This is an optimization exercise on Yosys and OpenROAD, whose aim is small area, not a production implementation. Function was checked by simulation only, so behaviour that the tests miss may differ from the original. Power and IR drop assume default switching activity.

==> flow/config.mk <==
export PLATFORM = sky130hd
export DESIGN_NAME = decode
export DESIGN_NICKNAME = decode
export VERILOG_FILES = /design/flow/design.v
export SDC_FILE = /design/flow/constraint.sdc
export NUM_CORES = 4
export LEC_CHECK = 0
export CAP_MARGIN = 20
export CORE_MARGIN = 2
export CORE_UTILIZATION = 40
export SLEW_MARGIN = 20
==> flow/constraint.sdc <==
create_clock -name core_clock -period 5.0 [get_ports {clk}]
set_input_delay 1.0000 -clock core_clock [delete_from_list [all_inputs] [get_ports {clk}]]
set_output_delay 1.0000 -clock core_clock [all_outputs]
set_load 0.01 [all_outputs]
==> flow/design.v <==
package rv32i_types;
    localparam int num_regs = 32;                    
    typedef logic [31:0] rv32i_word;                 
    typedef logic [4:0]  rv32i_reg;                  
    typedef enum logic [6:0] {
        op_lui   = 7'b0110111,
        op_auipc = 7'b0010111,
        op_jal   = 7'b1101111,
        op_jalr  = 7'b1100111,
        op_br    = 7'b1100011,
        op_load  = 7'b0000011,
        op_store = 7'b0100011,
        op_imm   = 7'b0010011,
        op_reg   = 7'b0110011,
        op_csr   = 7'b1110011                        
    } rv32i_opcode;
    typedef enum logic [2:0] {
        alu_add = 3'b000,
        alu_sll = 3'b001,
        alu_sra = 3'b010,
        alu_sub = 3'b011,
        alu_xor = 3'b100,
        alu_srl = 3'b101,
        alu_or  = 3'b110,
        alu_and = 3'b111
    } alu_ops;
    typedef enum logic [2:0] {
        beq  = 3'b000,
        bne  = 3'b001,
        blt  = 3'b100,
        bge  = 3'b101,
        bltu = 3'b110,
        bgeu = 3'b111
    } branch_funct3;
    typedef enum logic [2:0] {
        f3_add  = 3'b000,                            
        f3_sll  = 3'b001,
        f3_slt  = 3'b010,
        f3_sltu = 3'b011,
        f3_xor  = 3'b100,
        f3_sr   = 3'b101,                            
        f3_or   = 3'b110,
        f3_and  = 3'b111
    } arith_funct3;
    typedef enum logic [2:0] {
        f3_lb  = 3'b000,
        f3_lh  = 3'b001,
        f3_lw  = 3'b010,
        f3_lbu = 3'b100,
        f3_lhu = 3'b101
    } load_funct3;
    typedef enum logic [2:0] {
        f3_sb = 3'b000,
        f3_sh = 3'b001,
        f3_sw = 3'b010
    } store_funct3;
    typedef enum logic {
        alumux1_rs1 = 1'b0,
        alumux1_pc  = 1'b1
    } alumux1_sel_t;
    typedef enum logic [2:0] {
        alumux2_i_imm = 3'd0,
        alumux2_u_imm = 3'd1,
        alumux2_b_imm = 3'd2,
        alumux2_s_imm = 3'd3,
        alumux2_j_imm = 3'd4,
        alumux2_rs2   = 3'd5
    } alumux2_sel_t;
    typedef enum logic [3:0] {
        rf_alu_out  = 4'd0,
        rf_br_en    = 4'd1,                          
        rf_u_imm    = 4'd2,
        rf_lw       = 4'd3,
        rf_pc_plus4 = 4'd4,
        rf_lb       = 4'd5,
        rf_lbu      = 4'd6,
        rf_lh       = 4'd7,
        rf_lhu      = 4'd8
    } regfilemux_sel_t;
    typedef enum logic {
        cmpmux_rs2   = 1'b0,
        cmpmux_i_imm = 1'b1
    } cmpmux_sel_t;
    typedef struct packed {
        rv32i_opcode     opcode;
        alu_ops          aluop;
        branch_funct3    cmpop;
        alumux1_sel_t    alumux1_sel;
        alumux2_sel_t    alumux2_sel;
        regfilemux_sel_t regfilemux_sel;
        cmpmux_sel_t     cmpmux_sel;
        logic            load_regfile;
        logic            mem_read;
        logic            mem_write;
        logic [3:0]      mem_byte_enable;            
    } rv32i_control_word;
    typedef struct packed {
        rv32i_word         pc;
        rv32i_word         i_imm;
        rv32i_word         s_imm;
        rv32i_word         b_imm;
        rv32i_word         u_imm;
        rv32i_word         j_imm;
        rv32i_word         rs1;                      
        rv32i_word         rs2;
        rv32i_reg          rd;
        logic [2:0]        funct3;
        rv32i_control_word ctrl;
        logic              valid;
    } stage_regs;
endpackage
`timescale 1ns/100ps
module ir (
    input  rv32i_types::rv32i_word   in,         
    output logic [2:0]               funct3,
    output logic [6:0]               funct7,
    output rv32i_types::rv32i_opcode opcode,
    output rv32i_types::rv32i_word   i_imm,
    output rv32i_types::rv32i_word   s_imm,
    output rv32i_types::rv32i_word   b_imm,
    output rv32i_types::rv32i_word   u_imm,
    output rv32i_types::rv32i_word   j_imm,
    output rv32i_types::rv32i_reg    rs1,
    output rv32i_types::rv32i_reg    rs2,
    output rv32i_types::rv32i_reg    rd
);
    assign opcode = rv32i_types::rv32i_opcode'(in[6:0]);    
    assign rd     = in[11:7];
    assign funct3 = in[14:12];
    assign rs1    = in[19:15];
    assign rs2    = in[24:20];
    assign funct7 = in[31:25];
    assign i_imm = {{21{in[31]}}, in[30:20]};
    assign s_imm = {{21{in[31]}}, in[30:25], in[11:7]};
    assign b_imm = {
        {20{in[31]}},                            
        in[7],                                   
        in[30:25],                               
        in[11:8],                                
        1'b0
    };
    assign u_imm = {in[31:12], 12'h000};
    assign j_imm = {
        {12{in[31]}},                            
        in[19:12],                               
        in[20],                                  
        in[30:21],                               
        1'b0
    };
endmodule
`timescale 1ns/100ps
module control_rom (
    input  rv32i_types::rv32i_opcode        opcode,
    input  logic [2:0]                      funct3,
    input  logic [6:0]                      funct7,
    output rv32i_types::rv32i_control_word  ctrl
);
    always_comb begin
        ctrl        = '0;                                
        ctrl.opcode = opcode;                            
        case (opcode)
            rv32i_types::op_lui: begin
                ctrl.load_regfile   = 1'b1;
                ctrl.regfilemux_sel = rv32i_types::rf_u_imm;
            end
            rv32i_types::op_auipc: begin
                ctrl.aluop          = rv32i_types::alu_add;
                ctrl.alumux1_sel    = rv32i_types::alumux1_pc;
                ctrl.alumux2_sel    = rv32i_types::alumux2_u_imm;
                ctrl.load_regfile   = 1'b1;
                ctrl.regfilemux_sel = rv32i_types::rf_alu_out;
            end
            rv32i_types::op_jal: begin
                ctrl.aluop          = rv32i_types::alu_add;     
                ctrl.alumux1_sel    = rv32i_types::alumux1_pc;
                ctrl.alumux2_sel    = rv32i_types::alumux2_j_imm;
                ctrl.load_regfile   = 1'b1;
                ctrl.regfilemux_sel = rv32i_types::rf_pc_plus4;   
            end
            rv32i_types::op_jalr: begin
                ctrl.aluop          = rv32i_types::alu_add;     
                ctrl.alumux1_sel    = rv32i_types::alumux1_rs1;
                ctrl.alumux2_sel    = rv32i_types::alumux2_i_imm;
                ctrl.load_regfile   = 1'b1;
                ctrl.regfilemux_sel = rv32i_types::rf_pc_plus4;
            end
            rv32i_types::op_br: begin
                ctrl.aluop       = rv32i_types::alu_add;        
                ctrl.alumux1_sel = rv32i_types::alumux1_pc;
                ctrl.alumux2_sel = rv32i_types::alumux2_b_imm;
                ctrl.cmpop       = rv32i_types::branch_funct3'(funct3);
                ctrl.cmpmux_sel  = rv32i_types::cmpmux_rs2;
            end
            rv32i_types::op_load: begin
                ctrl.aluop        = rv32i_types::alu_add;       
                ctrl.alumux2_sel  = rv32i_types::alumux2_i_imm;
                ctrl.mem_read     = 1'b1;
                ctrl.load_regfile = 1'b1;
                case (funct3)
                    rv32i_types::f3_lb: begin
                        ctrl.regfilemux_sel  = rv32i_types::rf_lb;
                        ctrl.mem_byte_enable = 4'b0001;
                    end
                    rv32i_types::f3_lbu: begin
                        ctrl.regfilemux_sel  = rv32i_types::rf_lbu;
                        ctrl.mem_byte_enable = 4'b0001;
                    end
                    rv32i_types::f3_lh: begin
                        ctrl.regfilemux_sel  = rv32i_types::rf_lh;
                        ctrl.mem_byte_enable = 4'b0011;
                    end
                    rv32i_types::f3_lhu: begin
                        ctrl.regfilemux_sel  = rv32i_types::rf_lhu;
                        ctrl.mem_byte_enable = 4'b0011;
                    end
                    default: begin                               
                        ctrl.regfilemux_sel  = rv32i_types::rf_lw;
                        ctrl.mem_byte_enable = 4'b1111;
                    end
                endcase
            end
            rv32i_types::op_store: begin
                ctrl.aluop       = rv32i_types::alu_add;        
                ctrl.alumux2_sel = rv32i_types::alumux2_s_imm;
                ctrl.mem_write   = 1'b1;
                case (funct3)
                    rv32i_types::f3_sb: ctrl.mem_byte_enable = 4'b0001;
                    rv32i_types::f3_sh: ctrl.mem_byte_enable = 4'b0011;
                    default:            ctrl.mem_byte_enable = 4'b1111;
                endcase
            end
            rv32i_types::op_imm, rv32i_types::op_reg: begin
                ctrl.load_regfile   = 1'b1;
                ctrl.regfilemux_sel = rv32i_types::rf_alu_out;
                ctrl.alumux2_sel    = (opcode == rv32i_types::op_reg) ?
                                      rv32i_types::alumux2_rs2 :
                                      rv32i_types::alumux2_i_imm;
                ctrl.cmpmux_sel     = (opcode == rv32i_types::op_reg) ?
                                      rv32i_types::cmpmux_rs2 :
                                      rv32i_types::cmpmux_i_imm;
                case (funct3)
                    rv32i_types::f3_add: begin
                        ctrl.aluop = (opcode == rv32i_types::op_reg && funct7[5]) ?
                                     rv32i_types::alu_sub : rv32i_types::alu_add;
                    end
                    rv32i_types::f3_sr: begin
                        ctrl.aluop = funct7[5] ? rv32i_types::alu_sra :
                                                 rv32i_types::alu_srl;
                    end
                    rv32i_types::f3_slt: begin
                        ctrl.cmpop          = rv32i_types::blt;   
                        ctrl.regfilemux_sel = rv32i_types::rf_br_en;
                    end
                    rv32i_types::f3_sltu: begin
                        ctrl.cmpop          = rv32i_types::bltu;
                        ctrl.regfilemux_sel = rv32i_types::rf_br_en;
                    end
                    default: ctrl.aluop = rv32i_types::alu_ops'(funct3);   
                endcase
            end
            default: ;                                   
        endcase
    end
endmodule
`timescale 1ns/100ps
module regfile (
    input  logic                   clk,
    input  logic                   rst_n,
    input  logic                   load,         
    input  rv32i_types::rv32i_word in,           
    input  rv32i_types::rv32i_reg  src_a,
    input  rv32i_types::rv32i_reg  src_b,
    input  rv32i_types::rv32i_reg  dest,
    output rv32i_types::rv32i_word reg_a,
    output rv32i_types::rv32i_word reg_b
);
    rv32i_types::rv32i_word data [rv32i_types::num_regs];
    always_ff @(posedge clk or negedge rst_n) begin
        if (!rst_n) begin
            for (int k = 0; k < rv32i_types::num_regs; k++) begin
                data[k] <= '0;                   
            end
        end else if (load && (dest != '0)) begin
            data[dest] <= in;
        end
    end
    assign reg_a = data[src_a];
    assign reg_b = data[src_b];
endmodule
`timescale 1ns/100ps
module decode (
    input  logic         clk,
    input  logic         rst_n,
    input  logic [31:0]  rdata_a,      
    input  logic [31:0]  pc,           
    input  logic         resp_a,       
    input  logic         resp_b,       
    input  logic [31:0]  cache_out,    
    input  logic         ld_regfile,   
    input  logic [4:0]   rd,           
    output logic [293:0] regs_out      
);
    logic                           load_all;
    rv32i_types::rv32i_word         i_imm;
    rv32i_types::rv32i_word         s_imm;
    rv32i_types::rv32i_word         b_imm;
    rv32i_types::rv32i_word         u_imm;
    rv32i_types::rv32i_word         j_imm;
    rv32i_types::rv32i_reg          reg_rd;       
    rv32i_types::rv32i_reg          src_a;
    rv32i_types::rv32i_reg          src_b;
    rv32i_types::rv32i_word         reg_a;
    rv32i_types::rv32i_word         reg_b;
    rv32i_types::rv32i_control_word ctrl;
    rv32i_types::rv32i_opcode       ir_op;
    logic [2:0]                     funct3;
    logic [6:0]                     funct7;
    rv32i_types::stage_regs         stage;        
    assign load_all = resp_a | resp_b;            
    ir u_ir (
        .in     (rdata_a),
        .funct3 (funct3),                         
        .funct7 (funct7),                         
        .opcode (ir_op),
        .i_imm  (i_imm),
        .s_imm  (s_imm),
        .b_imm  (b_imm),
        .u_imm  (u_imm),
        .j_imm  (j_imm),
        .rs1    (src_a),                          
        .rs2    (src_b),
        .rd     (reg_rd)
    );
    control_rom u_rom (
        .opcode (ir_op),
        .funct3 (funct3),
        .funct7 (funct7),
        .ctrl   (ctrl)
    );
    regfile u_regfile (
        .clk   (clk),
        .rst_n (rst_n),
        .load  (ld_regfile),                      
        .in    (cache_out),
        .src_a (src_a),
        .src_b (src_b),
        .dest  (rd),                              
        .reg_a (reg_a),
        .reg_b (reg_b)
    );
    always_comb begin
        stage        = '0;
        stage.pc     = pc;
        stage.i_imm  = i_imm;
        stage.s_imm  = s_imm;
        stage.b_imm  = b_imm;
        stage.u_imm  = u_imm;
        stage.j_imm  = j_imm;
        stage.rs1    = reg_a;                     
        stage.rs2    = reg_b;
        stage.rd     = reg_rd;
        stage.funct3 = funct3;
        stage.ctrl   = ctrl;
        stage.valid  = 1'b1;                      
    end
    rv32i_types::stage_regs         stage_q;      
    always_ff @(posedge clk or negedge rst_n) begin
        if (!rst_n) begin
            stage_q <= '0;                        
        end else if (load_all) begin
            stage_q <= stage;
        end
    end
    assign regs_out = stage_q;
endmodule
==> flow/run.sh <==
#!/bin/bash
# synth_recipe.tcl (not shown) runs the flow's synth.tcl, then flattens the netlist and writes it again
# the make line also repeats each setting of config.mk as NAME=value (left out here)
make -C /OpenROAD-flow-scripts/flow DESIGN_CONFIG=/design/flow/config.mk WORK_HOME=/design/flow/orfs CLKGATE_MAP_FILE= SYNTH_SCRIPT=/design/flow/synth_recipe.tcl finish
==> results_dict.tcl <==
set metrics [dict create \
    cts.htree.levels 4 \
    cpMostUsedCell "buf_4" \
    final_nets 5400 \
    min_period_ps 3960 \
    rows 140 \
    die_y_um 386 \
    drv_slew 0 \
    ir_drop_uv 305 \
    grt_setup_unrepaired "no" \
    die_x_um 386 \
    drcViolationCount 0 \
    routabilityCongestion 0.981 \
    clkPwrFrac_pct 38.8 \
    cts_num_sinks 1174 \
    setup_viol 0 \
    drv_cap 0 \
    use_met2_pct 56.1 \
    grt_pass1_wl_um 412000 \
    grt_util_all_layers_pct 40.0 \
    ant_nets 0 \
    ff2ff_path_depth 5 \
    cts_buffer_depth 3 \
    p_switching_mw 8.20 \
    worst_setup_path_start_kind "input pin" \
    postCtsSetupBuffers 0 \
    worstReg2RegStart "u_regfile.data[16][2]$_DFFE_PN0P_" \
    crit_slowest_cell "nor2_1" \
    rrSetupSlack_ps 2690 \
    syn_area_um2 58400 \
    synth-main-ff-cell "dfrtp_1" \
    clk_latency_ps 820 \
    wl_per_cell_um 41.5 \
    required_ps 5730 \
    hp-class "input pin to asynchronous set/reset pin" \
    use_met3_pct 15.2 \
    power.density_nw_per_um2 403 \
    yosysWarnings 4 \
    cts_buffers 136 \
    clkTransAtPathRegs_ps 60 \
    groute.layer.met1.usage_pct 50.9 \
    overflow 0 \
    combPwrFrac_pct 14.4 \
    slew-limit-headroom_pct 7.16 \
    busiest_layer "met2" \
    place_ws_ps 429 \
    crit_buf_inv 4 \
    hold_buffers 0 \
    yosysSeqAreaShare_pct 50.3 \
    fmax_mhz 253 \
    worst_pin_slew_ps 1390 \
    finClkSkew_ps 46.9 \
    setup_slack_ps 1040 \
    cts_root_buffer "clkbuf_16" \
    critPathMaxStageDelay_ps 1050 \
    antenna_found_initial 39 \
    synth.distinct_cells 69 \
    crit_type "input pin to register" \
    switching_share_pct 29.3 \
    seq_power_share_pct 46.8 \
    ys_ff_latch 1174 \
    synthCells 5174 \
    crit_chain "buf_2 > buf_4 > nor2_1 > and3_2 > buf_4 > buf_4 > a22oi_1 > nand4_1 > nor3_1 > a21oi_1" \
    io_pins 400 \
    drt_iter0_drc 9532 \
    grt_max_degree 116 \
    cts_tree "yes" \
    cp_top_family "simple AND/OR/NAND/NOR gates" \
    portBuffers 385 \
    crit_path_end_kind "register" \
    p_int_mw 19.8 \
    synthArstFlopShare_pct 100 \
    dieArea_um2 149000 \
    vias_per_cell 7.19 \
    grt_pass1_vias 49600 \
    rr_endpoint "stage_q[40]$_DFFE_PN0P_" \
    min_period_over_period_pct 79.2 \
    setup_tns_ps 0 \
    outcome "finished clean" \
    drive_gt1_share_pct 30.0 \
    dp_hpwl_um 187000 \
    num_vias 52800 \
    hold_violations 0 \
    area_growth_pct 19.0 \
    crit_fanout 26 \
    start_util_pct 40.2 \
    crit_arrival_ps 4690 \
    synth_edf_count 0 \
    fill_cells 13100 \
    cts_resized 0 \
    postRouteWirelength_um 305000 \
    power.leakage_nw 30.8 \
    synth_area_per_cell_um2 11.3 \
    first_pass_iters 8 \
    coreArea_um2 145000 \
]
metal layers:
metal / up-vias / part of all wire [%]
li1: 19600 / -
met1: 26500 / 37
met2: 5136 / 41
met3: 1604 / 14
met4: 12 / 8.4
met5: - / 0.031
logic make-up (layout without fill, tap and decap cells):
| family | count (synthesis) | in the layout | synth area share (%) |
|---|---|---|---|
| flops | 1174 | 1174 | 50.3 |
| mux | 1003 | 1003 | 19.3 |
| compound gates | 1099 | 1099 | 13.5 |
| simple gates | 1219 | 1219 | 11.0 |
| other cells | 1 | 47 | 0.00643 |
| buf+inv | 678 | 889 | 5.81 |
per-stage QoR:
| step | hold WS, ps | instance area [um^2] | instances | utilization, % | power [mW] |
|---|---|---|---|---|---|
| after global routing | 134 | 69400 | 7323 | 47.8 | 28.7 |
| after floorplan | 421 | 58400 | 5187 | - | 14.7 |
| final | 73.2 | 69500 | 7348 | 47.8 | 28.0 |
| after detailed placement | 360 | 64500 | 7070 | 44.4 | 17.0 |
| after CTS | 235 | 69400 | 7312 | 47.8 | 27.8 |
| after global placement | 359 | 64500 | 7065 | 44.4 | 16.9 |
how the worst max path moves through the flow:
stage / startpoint / end / slack (ps) / cells after the start
after CTS: rdata_a[16] / stage_q[99]$_DFFE_PN0P_ / 1270 / 8
after global routing: stage_q[261]$_DFFE_PN0P_ / regs_out[244] / 1300 / 1
after detailed placement: rdata_a[16] / stage_q[99]$_DFFE_PN0P_ / 430 / 8
after global placement: rdata_a[16] / stage_q[82]$_DFFE_PN0P_ / 490 / 8
after floorplan: stage_q[261]$_DFFE_PN0P_ / regs_out[123] / 2230 / 1
final: rdata_a[18] / stage_q[88]$_DFFE_PN0P_ / 1040 / 10
flip-flops by register name (all words and copies together), names as in the netlist:
name            cells
u_regfile.data   1024
stage_q           150
final cells by class:
cell class | instances | area, um^2 | share of cell area [%]
sequential | 1174 | 29400 | 42.3
multi-input combinational | 3335 | 26300 | 37.8
timing repair buffer | 638 | 6470 | 9.32
clock buffer | 195 | 4080 | 5.88
tap | 1917 | 2400 | 3.45
clock inverter | 47 | 732 | 1.05
antenna | 33 | 82.6 | 0.119
inverter | 9 | 33.8 | 0.0486
placed cells by master (no fill, tap or decap), drive strengths merged, types with 11 or more instances in the layout:
cell type	instances
dfrtp	1174
mux2	995
a22oi	705
nand2	375
clkdlybuf4s50	365
and3	297
buf	273
clkbuf	195
nand4	136
o21ai	135
nand3	109
nor2	107
a2111oi	100
a21oi	73
nor4	59
nor3	35
diode	33
or3	25
a221oi	22
clkinv	20
bufinv	16
nand2b	15
conb	14
inv	13
nor2b	11
power by group through the flow:
stage	Sequential, mW	Clock [mW]	Combinational, mW
2_1_floorplan	12.4	0	2.35
3_3_place_gp	13.1	0	3.84
3_5_place_dp	13.1	0	3.94
4_1_cts	13.0	10.9	3.95
5_1_grt	13.2	11.3	4.25
6_report	13.1	10.9	4.03
cell usage after synthesis, types with 16 or more instances:
master | instances | area, um^2
dfrtp_1 | 1174 | 29400
mux2_2 | 992 | 11200
a22oi_1 | 705 | 5290
nand2_1 | 374 | 1400
clkbuf_1 | 305 | 1140
and3_1 | 296 | 1850
buf_4 | 162 | 1220
buf_2 | 156 | 781
nand4_1 | 136 | 851
nand3_1 | 108 | 541
a2111oi_0 | 98 | 858
o21ai_0 | 93 | 465
nor2_1 | 88 | 330
a21oi_1 | 73 | 365
nor4_1 | 59 | 369
o21ai_1 | 42 | 210
buf_1 | 39 | 146
nor3_1 | 35 | 175
or3_1 | 25 | 156
a221oi_1 | 22 | 193
nor2_2 | 16 | 100
worst register-to-register path, stage by stage, from the launching register on:
cell and delay [ps]:
dfrtp_1 390, and3_1 170, a2111oi_0 720, nand4_1 190, nor4_1 550, o21ai_1 130

==> port drivers added, routing unchanged <==
Ports are ideal in the flow. The routed layout listed here was re-timed in OpenROAD. Step 1: set_driving_cell puts a clkbuf_16 on clk and a buf_2 on each other input, an assumption about the parent block. Step 2 moves the port delays by t, midway between the first and last clock arrival at a register: inputs arrive t later, outputs are due t later. That takes back most of the time a late clock gives input paths. Slacks: no drivers / after step 1 / after step 2; pairs: no drivers / after step 1.
t (ns): 0.879
setup WS [ns]: 1.042 / 1.046 / 0.167
slew at the worst register clock pin (ns): 0.07 / 0.07
worst data-port slew with drivers (ns): 0.20
pins driven straight from the clock port: 1
After both steps setup and hold are still met in this run. For this run, drivers alone change the setup slack by +0.004 ns; drivers and shift together by -0.875 ns.
